Source: an optimization exercise on an open RTL-to-GDS flow (aim: small area, a short achievable clock period and few clock cycles). Production flows keep margins and buffers that such runs may drop.
Only simulation tests tie the RTL to the original design; equivalence was not proved.
Power is estimated from default activity; no workload was simulated.

## flow/design.v

```verilog
package bma_pkg;
    localparam int MaxLegs = 64;
    localparam int FracBits = 16;
    localparam int LegW = $clog2(MaxLegs + 1);
    localparam int TimeW = 48;
    localparam int WW = 50;           
    localparam logic [2:0] REG_AREA_W = 3'd0;
    localparam logic [2:0] REG_AREA_H = 3'd1;
    localparam logic [2:0] REG_START_X = 3'd2;
    localparam logic [2:0] REG_START_Y = 3'd3;
    localparam logic [2:0] REG_VEL_X = 3'd4;
    localparam logic [2:0] REG_VEL_Y = 3'd5;
    typedef enum logic [2:0] {
        ST_IDLE, ST_LEG, ST_SEARCH, ST_FIN, ST_UPDATE
    } state_t;
    function automatic logic [31:0] neg_sat(input logic [31:0] v);
        neg_sat = (v == 32'h8000_0000) ? 32'h7FFF_FFFF : (~v + 32'd1);
    endfunction
endpackage
module bma_divider (
    input  logic        aclk,
    input  logic        load,        
    input  logic        step,        
    input  logic        fin,         
    input  logic        acc,         
    input  logic        short_mode,  
    input  logic [1:0]  nsel,        
    input  logic [4:0]  nidx,
    input  logic [31:0] pos,
    input  logic [31:0] lim,
    input  logic [31:0] vel,
    output logic        ahead,
    output logic        ok,
    output logic [31:0] new_pos,
    output logic        at_wall
);
    localparam int WW = bma_pkg::WW;
    logic [WW-1:0] w_reg;
    logic          f_reg;
    logic          nb_reg;
    logic [32:0]   dsum;
    logic [31:0]   dm1;
    logic          vneg, vzero, vpos;
    logic [WW-1:0] vsel, bop, x;
    logic          neg;
    logic [31:0]   uhi;
    logic          ge;
    logic [32:0]   nsum;
    logic [31:0]   ninc;
    assign vneg = vel[31];
    assign vzero = (vel == '0);
    assign vpos = !vneg && !vzero;
    assign dsum = {1'b0, vneg ? pos : lim} + {1'b0, vneg ? 32'hFFFF_FFFF : ~pos};
    assign dm1 = dsum[31:0];
    assign ahead = !vzero && dsum[32];
    always_comb begin
        if (fin) begin
            vsel = f_reg ? '0 : {{(WW-33){vel[31]}}, vel, 1'b0};
            neg = !f_reg && !vneg;
        end else begin
            vsel = {{(WW-32){vel[31]}}, vel};
            neg = !(f_reg ^ vneg);
        end
        bop = vsel ^ {WW{neg}};
        x = {w_reg[WW-2:0], nb_reg & !fin} + bop + {{(WW-1){1'b0}}, neg};
    end
    assign ok = !x[WW-1];
    always_ff @(posedge aclk) begin
        if (load) begin
            w_reg <= short_mode ? {{(WW-27){1'b0}}, dm1[31:5]} : '0;
            f_reg <= 1'b0;
            nb_reg <= short_mode ? dm1[4] : dm1[31];
        end else begin
            if (step || fin) w_reg <= x;
            if (step) begin
                f_reg <= !acc;
                nb_reg <= (nsel == 2'd0) ? dm1[nidx] : (nsel == 2'd1);
            end
        end
    end
    assign uhi = w_reg[48:17];
    assign ge = !w_reg[WW-1];
    assign nsum = {1'b0, lim} + {1'b0, ~uhi};
    assign ninc = uhi + 32'd1;
    always_comb begin
        if (ahead) begin
            if (ge) new_pos = vpos ? nsum[31:0] : (nsum[32] ? ninc : lim);
            else new_pos = vpos ? lim : '0;
        end else begin
            if (vneg) new_pos = '0;
            else if (vpos) new_pos = lim;
            else new_pos = dsum[32] ? pos : lim;
        end
    end
    assign at_wall = !vzero && (!ahead || !ge || (vneg && (lim == '0)));
endmodule
module billiard_motion_advance (
    input  logic        aclk,
    input  logic        aresetn,
    input  logic        s_tvalid,
    output logic        s_tready,
    input  logic [47:0] s_tdata,    
    input  logic        s_tuser,    
    output logic        m_tvalid,
    input  logic        m_tready,
    output logic [119:0] m_tdata,   
    output logic        m_tuser,    
    input  logic        cfg_valid,
    output logic        cfg_ready,
    input  logic [2:0]  cfg_index,
    input  logic [31:0] cfg_data
);
    bma_pkg::state_t state_reg;
    logic [31:0] aw_reg, ah_reg, sx_reg, sy_reg, svx_reg, svy_reg;
    logic [31:0] cx_reg, cy_reg, vx_reg, vy_reg;
    logic [47:0] lt_reg, tgt_reg;
    logic        op_reg;
    logic [bma_pkg::LegW-1:0] legs_reg;
    logic [6:0]  refl_reg;
    logic        capped_reg;
    logic        out_valid_reg;
    logic [5:0]  cnt_reg;
    logic [31:0] hi_reg;
    logic        lo_ones_reg;
    logic        t_free_reg;
    logic        tb_reg;
    logic [48:0] rem1;
    logic        done_leg, short_mode;
    logic        load, step, fin;
    logic        x_ahead, y_ahead, x_ok, y_ok, x_wall, y_wall;
    logic        acc;
    logic [5:0]  nxt;
    logic [4:0]  nidx;
    logic [1:0]  nsel;
    logic [31:0] nx, ny;
    logic        at_end;
    assign s_tready = (state_reg == bma_pkg::ST_IDLE);
    assign cfg_ready = 1'b1;
    assign m_tvalid = out_valid_reg;
    assign m_tdata = {1'b0, refl_reg, lt_reg, cy_reg, cx_reg};
    assign m_tuser = capped_reg;
    assign rem1 = {1'b0, tgt_reg} - {1'b0, lt_reg} - 49'd1;
    assign done_leg = rem1[48];
    assign short_mode = (rem1[47:5] == '0);
    assign load = (state_reg == bma_pkg::ST_LEG) && !out_valid_reg && !op_reg && !done_leg &&
                  (legs_reg != bma_pkg::LegW'(bma_pkg::MaxLegs));
    assign step = (state_reg == bma_pkg::ST_SEARCH);
    assign fin = (state_reg == bma_pkg::ST_FIN);
    assign nxt = cnt_reg - 6'd1;
    assign nidx = 5'(nxt - 6'd16);
    assign nsel = (cnt_reg == '0) ? 2'd2 : ((nxt >= 6'd16) ? 2'd0 : 2'd1);
    assign acc = (t_free_reg || tb_reg) && (!x_ahead || x_ok) && (!y_ahead || y_ok);
    assign at_end = !t_free_reg;
    bma_divider u_x (
        .aclk(aclk), .load(load), .step(step), .fin(fin), .acc(acc),
        .short_mode(short_mode), .nsel(nsel), .nidx(nidx),
        .pos(cx_reg), .lim(aw_reg), .vel(vx_reg),
        .ahead(x_ahead), .ok(x_ok), .new_pos(nx), .at_wall(x_wall)
    );
    bma_divider u_y (
        .aclk(aclk), .load(load), .step(step), .fin(fin), .acc(acc),
        .short_mode(short_mode), .nsel(nsel), .nidx(nidx),
        .pos(cy_reg), .lim(ah_reg), .vel(vy_reg),
        .ahead(y_ahead), .ok(y_ok), .new_pos(ny), .at_wall(y_wall)
    );
    always_ff @(posedge aclk) begin
        if (load) begin
            cnt_reg <= short_mode ? 6'd20 : 6'd47;
            hi_reg <= '0;
            lo_ones_reg <= 1'b1;
            t_free_reg <= (x_ahead || y_ahead) && !short_mode && (rem1[47:32] != '0);
            tb_reg <= short_mode ? rem1[4] : rem1[31];
        end else if (step) begin
            cnt_reg <= nxt;
            if (cnt_reg >= 6'd16) hi_reg <= {hi_reg[30:0], acc};
            else lo_ones_reg <= lo_ones_reg && acc;
            if (tb_reg && !acc) t_free_reg <= 1'b1;
            tb_reg <= (nsel == 2'd0) ? rem1[nidx] : 1'b1;
        end
    end
    always_ff @(posedge aclk) begin
        if (!aresetn) begin
            state_reg <= bma_pkg::ST_IDLE;
            aw_reg <= 32'd6553600;
            ah_reg <= 32'd6553600;
            sx_reg <= '0;
            sy_reg <= '0;
            svx_reg <= 32'd65536;
            svy_reg <= 32'd65536;
            cx_reg <= '0;
            cy_reg <= '0;
            vx_reg <= 32'd65536;
            vy_reg <= 32'd65536;
            lt_reg <= '0;
            out_valid_reg <= 1'b0;
            legs_reg <= '0;
            refl_reg <= '0;
            capped_reg <= 1'b0;
        end else begin
            if (cfg_valid) begin
                unique case (cfg_index)
                    bma_pkg::REG_AREA_W: aw_reg <= cfg_data;
                    bma_pkg::REG_AREA_H: ah_reg <= cfg_data;
                    bma_pkg::REG_START_X: sx_reg <= cfg_data;
                    bma_pkg::REG_START_Y: sy_reg <= cfg_data;
                    bma_pkg::REG_VEL_X: svx_reg <= cfg_data;
                    bma_pkg::REG_VEL_Y: svy_reg <= cfg_data;
                    default: ;
                endcase
            end
            if (out_valid_reg && m_tready) begin
                out_valid_reg <= 1'b0;
                refl_reg <= '0;
                capped_reg <= 1'b0;
            end
            unique case (state_reg)
                bma_pkg::ST_IDLE:
                    if (s_tvalid) begin
                        tgt_reg <= s_tdata;
                        op_reg <= s_tuser;
                        legs_reg <= '0;
                        state_reg <= bma_pkg::ST_LEG;
                    end
                bma_pkg::ST_LEG:
                    if (!out_valid_reg) begin
                        if (op_reg) begin
                            cx_reg <= sx_reg;
                            cy_reg <= sy_reg;
                            vx_reg <= svx_reg;
                            vy_reg <= svy_reg;
                            lt_reg <= '0;
                            out_valid_reg <= 1'b1;
                            state_reg <= bma_pkg::ST_IDLE;
                        end else if (done_leg) begin
                            out_valid_reg <= 1'b1;
                            state_reg <= bma_pkg::ST_IDLE;
                        end else if (legs_reg == bma_pkg::LegW'(bma_pkg::MaxLegs)) begin
                            capped_reg <= 1'b1;
                            out_valid_reg <= 1'b1;
                            state_reg <= bma_pkg::ST_IDLE;
                        end else begin
                            legs_reg <= legs_reg + 1'b1;
                            state_reg <= (x_ahead || y_ahead) ? bma_pkg::ST_SEARCH
                                                              : bma_pkg::ST_UPDATE;
                        end
                    end
                bma_pkg::ST_SEARCH:
                    if (cnt_reg == '0) state_reg <= bma_pkg::ST_FIN;
                bma_pkg::ST_FIN: state_reg <= bma_pkg::ST_UPDATE;
                bma_pkg::ST_UPDATE: begin
                    cx_reg <= nx;
                    cy_reg <= ny;
                    if (at_end) begin
                        lt_reg <= tgt_reg;
                        out_valid_reg <= 1'b1;
                        state_reg <= bma_pkg::ST_IDLE;
                    end else begin
                        lt_reg <= lt_reg + {16'd0, hi_reg} + {47'd0, lo_ones_reg};
                        if (x_wall) vx_reg <= bma_pkg::neg_sat(vx_reg);
                        else vy_reg <= bma_pkg::neg_sat(vy_reg);
                        if (refl_reg != 7'h7F) refl_reg <= refl_reg + 1'b1;
                        state_reg <= bma_pkg::ST_LEG;
                    end
                end
                default: state_reg <= bma_pkg::ST_IDLE;
            endcase
        end
    end
endmodule
```

## flow/run.sh

```bash
#!/bin/bash
# synth_recipe.tcl (not shown) runs the flow's synth.tcl, then flattens the netlist and writes it again
# the make line also repeats each setting of config.mk as NAME=value (left out here)
make -C /OpenROAD-flow-scripts/flow DESIGN_CONFIG=/design/flow/config.mk WORK_HOME=/design/flow/orfs CLKGATE_MAP_FILE= SYNTH_SCRIPT=/design/flow/synth_recipe.tcl finish
```

## flow/config.mk

```make
export PLATFORM = sky130hd
export DESIGN_NAME = billiard_motion_advance
export DESIGN_NICKNAME = billiard_motion_advance
export VERILOG_FILES = /design/flow/design.v
export SDC_FILE = /design/flow/constraint.sdc
export NUM_CORES = 4
export LEC_CHECK = 0
export CAP_MARGIN = 20
export CORE_MARGIN = 2
export CORE_UTILIZATION = 40
export SLEW_MARGIN = 20
```

## flow/constraint.sdc

```tcl
create_clock -name core_clock -period 13.0 [get_ports {aclk}]
set_input_delay 2.6000 -clock core_clock [delete_from_list [all_inputs] [get_ports {aclk}]]
set_output_delay 2.6000 -clock core_clock [all_outputs]
set_load 0.01 [all_outputs]
```

==> notes.md <==
-- placed cells by master, fill, tap and decap left out, types with 61 or more instances in the layout --
master           synthesis  layout
nand3_1                131     130
edfxtp_1               159     159
o22ai_1                 61      61
xnor2_1                287     286
xor2_1                 127     126
ha_1                   316     316
nor3_1                 123     122
clkbuf_16                0      83
nor2_1                 425     418
o21ai_0                297     297
a21o_1                 182     181
and3_1                 104     104
clkdlybuf4s50_1          0     209
a31oi_1                111     108
buf_4                    3      65
nand4_1                 61      61
dfxtp_1                421     419
o211ai_1                72      72
nand2_1                989     985
inv_1                  214     212
a211oi_1                76      76
a21oi_1                760     759
-- power by group through the flow --
stage	clock, mW	combinational [mW]	sequential (mW)
after floorplan	0	2.72	2.24
after global placement	0	3.57	2.34
after detailed placement	0	3.58	2.34
after CTS	2.20	3.60	2.30
after global routing	2.26	4.01	2.31
final	2.17	3.64	2.31
-- worst max-delay path: stages (launching register included) --
cell	delay [ns]
dfxtp_1	0.46
inv_2	0.41
buf_4	0.51
ha_1	0.23
nand4bb_1	0.21
a21boi_4	0.20
buf_4	0.48
xnor2_1	0.14
ha_1	0.38
and4_1	0.26
a221oi_1	0.38
a21oi_1	0.12
a31oi_1	0.16
o311a_1	0.29
nor4_1	0.12
a311o_1	0.36
a21oi_1	0.21
o21ai_0	0.13
xnor2_1	0.47
o221ai_1	0.29
a31o_2	0.31
-- kinds of logic (layout without fill, tap and decap cells) --
logic type,Yosys count,after routing,synth area share
other cells,2,3,0.000163
mux,59,59,0.0148
buf+inv,582,629,0.0486
compound gates,1994,1994,0.274
fa+ha+maj,325,325,0.0897
simple gates,2126,2126,0.208
xor+xnor,414,414,0.0787
flops,580,580,0.287
-- layer usage --
| layer | vias up | GRT usage | part of all wire |
|---|---|---|---|
| met4 | 20 | 0.123 | 0.043 |
| met5 | - | 0 | 0.00070 |
| met1 | 21953 | 0.402 | 0.44 |
| li1 | 22003 | - | - |
| met2 | 1956 | 0.450 | 0.43 |
| met3 | 331 | 0.0571 | 0.088 |
-- cell type report --
cell class / count / share of cell area
Antenna cell: 1 / 0.0000483
Clock buffer: 117 / 0.0448
Clock inverter: 21 / 0.00369
Inverter: 216 / 0.0158
Multi-Input combinational cell: 4920 / 0.594
Sequential cell: 580 / 0.255
Tap cell: 1512 / 0.0365
Timing Repair Buffer: 275 / 0.0501
-- cell usage after synthesis (all sizes together), types with 47 or more instances --
| master | count |
|---|---|
| edfxtp | 159 |
| a211oi | 78 |
| a31oi | 112 |
| and3 | 104 |
| ha | 316 |
| nand3 | 131 |
| nand2b | 57 |
| a21o | 182 |
| nor3 | 124 |
| nand4 | 61 |
| clkbuf | 316 |
| a21oi | 761 |
| xor2 | 127 |
| o22ai | 61 |
| o21ai | 309 |
| o21bai | 47 |
| dfxtp | 421 |
| or3 | 54 |
| inv | 216 |
| o211ai | 72 |
| nand2 | 989 |
| xnor2 | 287 |
| buf | 50 |
| nor2 | 425 |
-- final timing paths --
path,from,to,slack [ns],cells after the start
setup reg to reg,u_x.f_reg,t_free_reg,6.57,20
hold / removal,svx_reg[12],svx_reg[12],0.45,2
setup / recovery,u_x.f_reg,t_free_reg,6.57,20
hold reg to reg,svx_reg[12],svx_reg[12],0.45,2
-- through the flow --
stage | hold slack (ns) | instances | setup slack [ns] | total power [mW]
4_1_cts | 0.451 | 7640 | 6.62 | 8.10
3_5_place_dp | 0.442 | 7502 | 6.64 | 5.91
3_3_place_gp | 0.438 | 7502 | 6.67 | 5.91
2_1_floorplan | 0.432 | 6082 | 7.14 | 4.97
5_1_grt | 0.467 | 7641 | 6.28 | 8.59
6_report | 0.451 | 7642 | 6.57 | 8.12
==> summary.md <==
| Metric | Value |
|---|---|
| Status | finished clean |
| Detail Route Antenna Nets | 0 |
| Multi-input logic area | 30800 um^2 |
| Antenna violations before repair | 11 |
| Die Y | 343 um |
| Crit path required time | 13.41 ns |
| Dpl hpwl | 131000 um |
| GPL Wtd Cong | 0.945 |
| Drt total wl | 179000 um |
| Starting DRC count in detailed routing | 4663 |
| IR drop worst, VDD | 0.0867 mV |
| Pwr dens | 157 nW/um^2 |
| Flops & latches, synth | 580 |
| Gate Count Post-Synth | 6082 |
| Yosys warns | 2 |
| Number of flops mapped to enable cells by yosys | 159 |
| Crit path kind | flop to flop |
| Avg WL per Cell | 23.5 um |
| Core Region | 114000 um^2 |
| Syn_nets | 6496 |
| Final setup violation count | 0 |
| Hold buffer count at CTS | 0 |
| Die area | 118000 um^2 |
| # port buffers | 210 |
| Filler Cell Count | 11470 |
| Setup Total Neg Slack | 0 ns |
| Final net count | 6482 |
| Post-layout util | 0.453 |
| Total number of vias | 46263 |
| H-tree Lvls | 3 |
| P_leak | 19.8 nW |
| Final slew viol count | 0 |
| Crit path time final | 6.43 ns |
| Via density per instance | 6.05 |
| First-pass GRT wire length | 267000 um |
| Largest cells by area after synthesis | dfxtp_1, edfxtp_1, ha_1 |
| Critical Path Start Type | flop |
| Mean Syn Cell Area | 7.58 um^2 |
| Crit path arrival time | 6.84 ns |
| Max cap viols | 0 |
| Clock power share | 0.267 |
| Fraction of layout cells with a size suffix above 1 | 0.0527 |
| Int Power | 4.88 mW |
| Combinational share of power | 0.449 |
| Post-route DRC | 0 |
| P_sw | 3.24 mW |
| Cell taking the most area after synthesis | dfxtp_1 |
| Design area | 51800 um^2 |
| Main synth FF type | dfxtp_1 |
| RSZ-0062 raised after global routing | no |
| Hold Path Class | flop to flop |
| Maximum clock insertion buffer count | 3 |
| CTS tree | yes |
| Worst Max-Slew Pin Slew | 1.23 ns |
| Fin. Hold Viols | 0 |
| Clock sink count | 580 |
| Synth async-reset ratio | 0 |
| FF+latch area | 13200 um^2 |
| Vias in the first global route | 42223 |
| Clk slew on worst S/H paths | 0.06 ns |
| Critical path endpoint category | flop |
| IO Count | 213 |
| Post-CTS Resized | 0 |
| DIE WIDTH | 343 um |
| CTS buffer count | 75 |
| Sequential Power Share | 0.284 |
| # Post-CTS Setup Buffers | 0 |
| Placed cell area | 49300 um^2 |
| Yosys cell types | 99 |
| Clock Root Buffer | clkbuf_16 |
| Slew HR | 0.180 |
| Drt pass-1 iters | 8 |
| Largest net degree at the start of global routing | 81 |
| Area growth syn-to-layout | 12.5% |
| Synth top area share | 0.183 |
| Seq/Total Area, Yosys | 0.287 |
| Initial core utilization | 0.403 |
| Net Sw Frac | 0.399 |
| Post-Syn Area | 46100 um^2 |
| Clk_skew | 0.0273 ns |
| Grt total ovfl | 0 |
| Worst skew pair latency | 0.66 ns |
| Final Cycle Share | 0.495 |
| Fmax | 155 MHz |
| Row cnt | 124 |
| Max FO, Critical Path | 51 |
| Total track usage | 0.294 |
Testbench counts, summed over its fixed seeds: cycles 168,944.

==> separate check: timing with driven ports <==
The flow's constraints put no driver on any port. The routed layout listed below was extracted and timed again, unchanged, in two steps. Step 1 sets driving cells, clkbuf_16 on the clock port and buf_2 on the other inputs (assumed; they add their load-dependent delay and slew). Step 2, shift: input delay + t, output delay - t, t = (earliest + latest rising clock arrival at the registers) / 2. This alone moves slack from input paths to output paths. Slacks: no drivers / after step 1 / after step 2; pairs: no drivers / after step 1.
shift t [ns]: 0.714
setup slack, ns: 6.569 / 6.569 / 6.569
clock arrival spread, ns: 0.030 / 0.029
cell pins on the clock port's net: 1
After both steps this run still meets setup and hold. For this run, drivers alone change the setup slack by 0.000 ns; drivers and shift together by 0.000 ns.
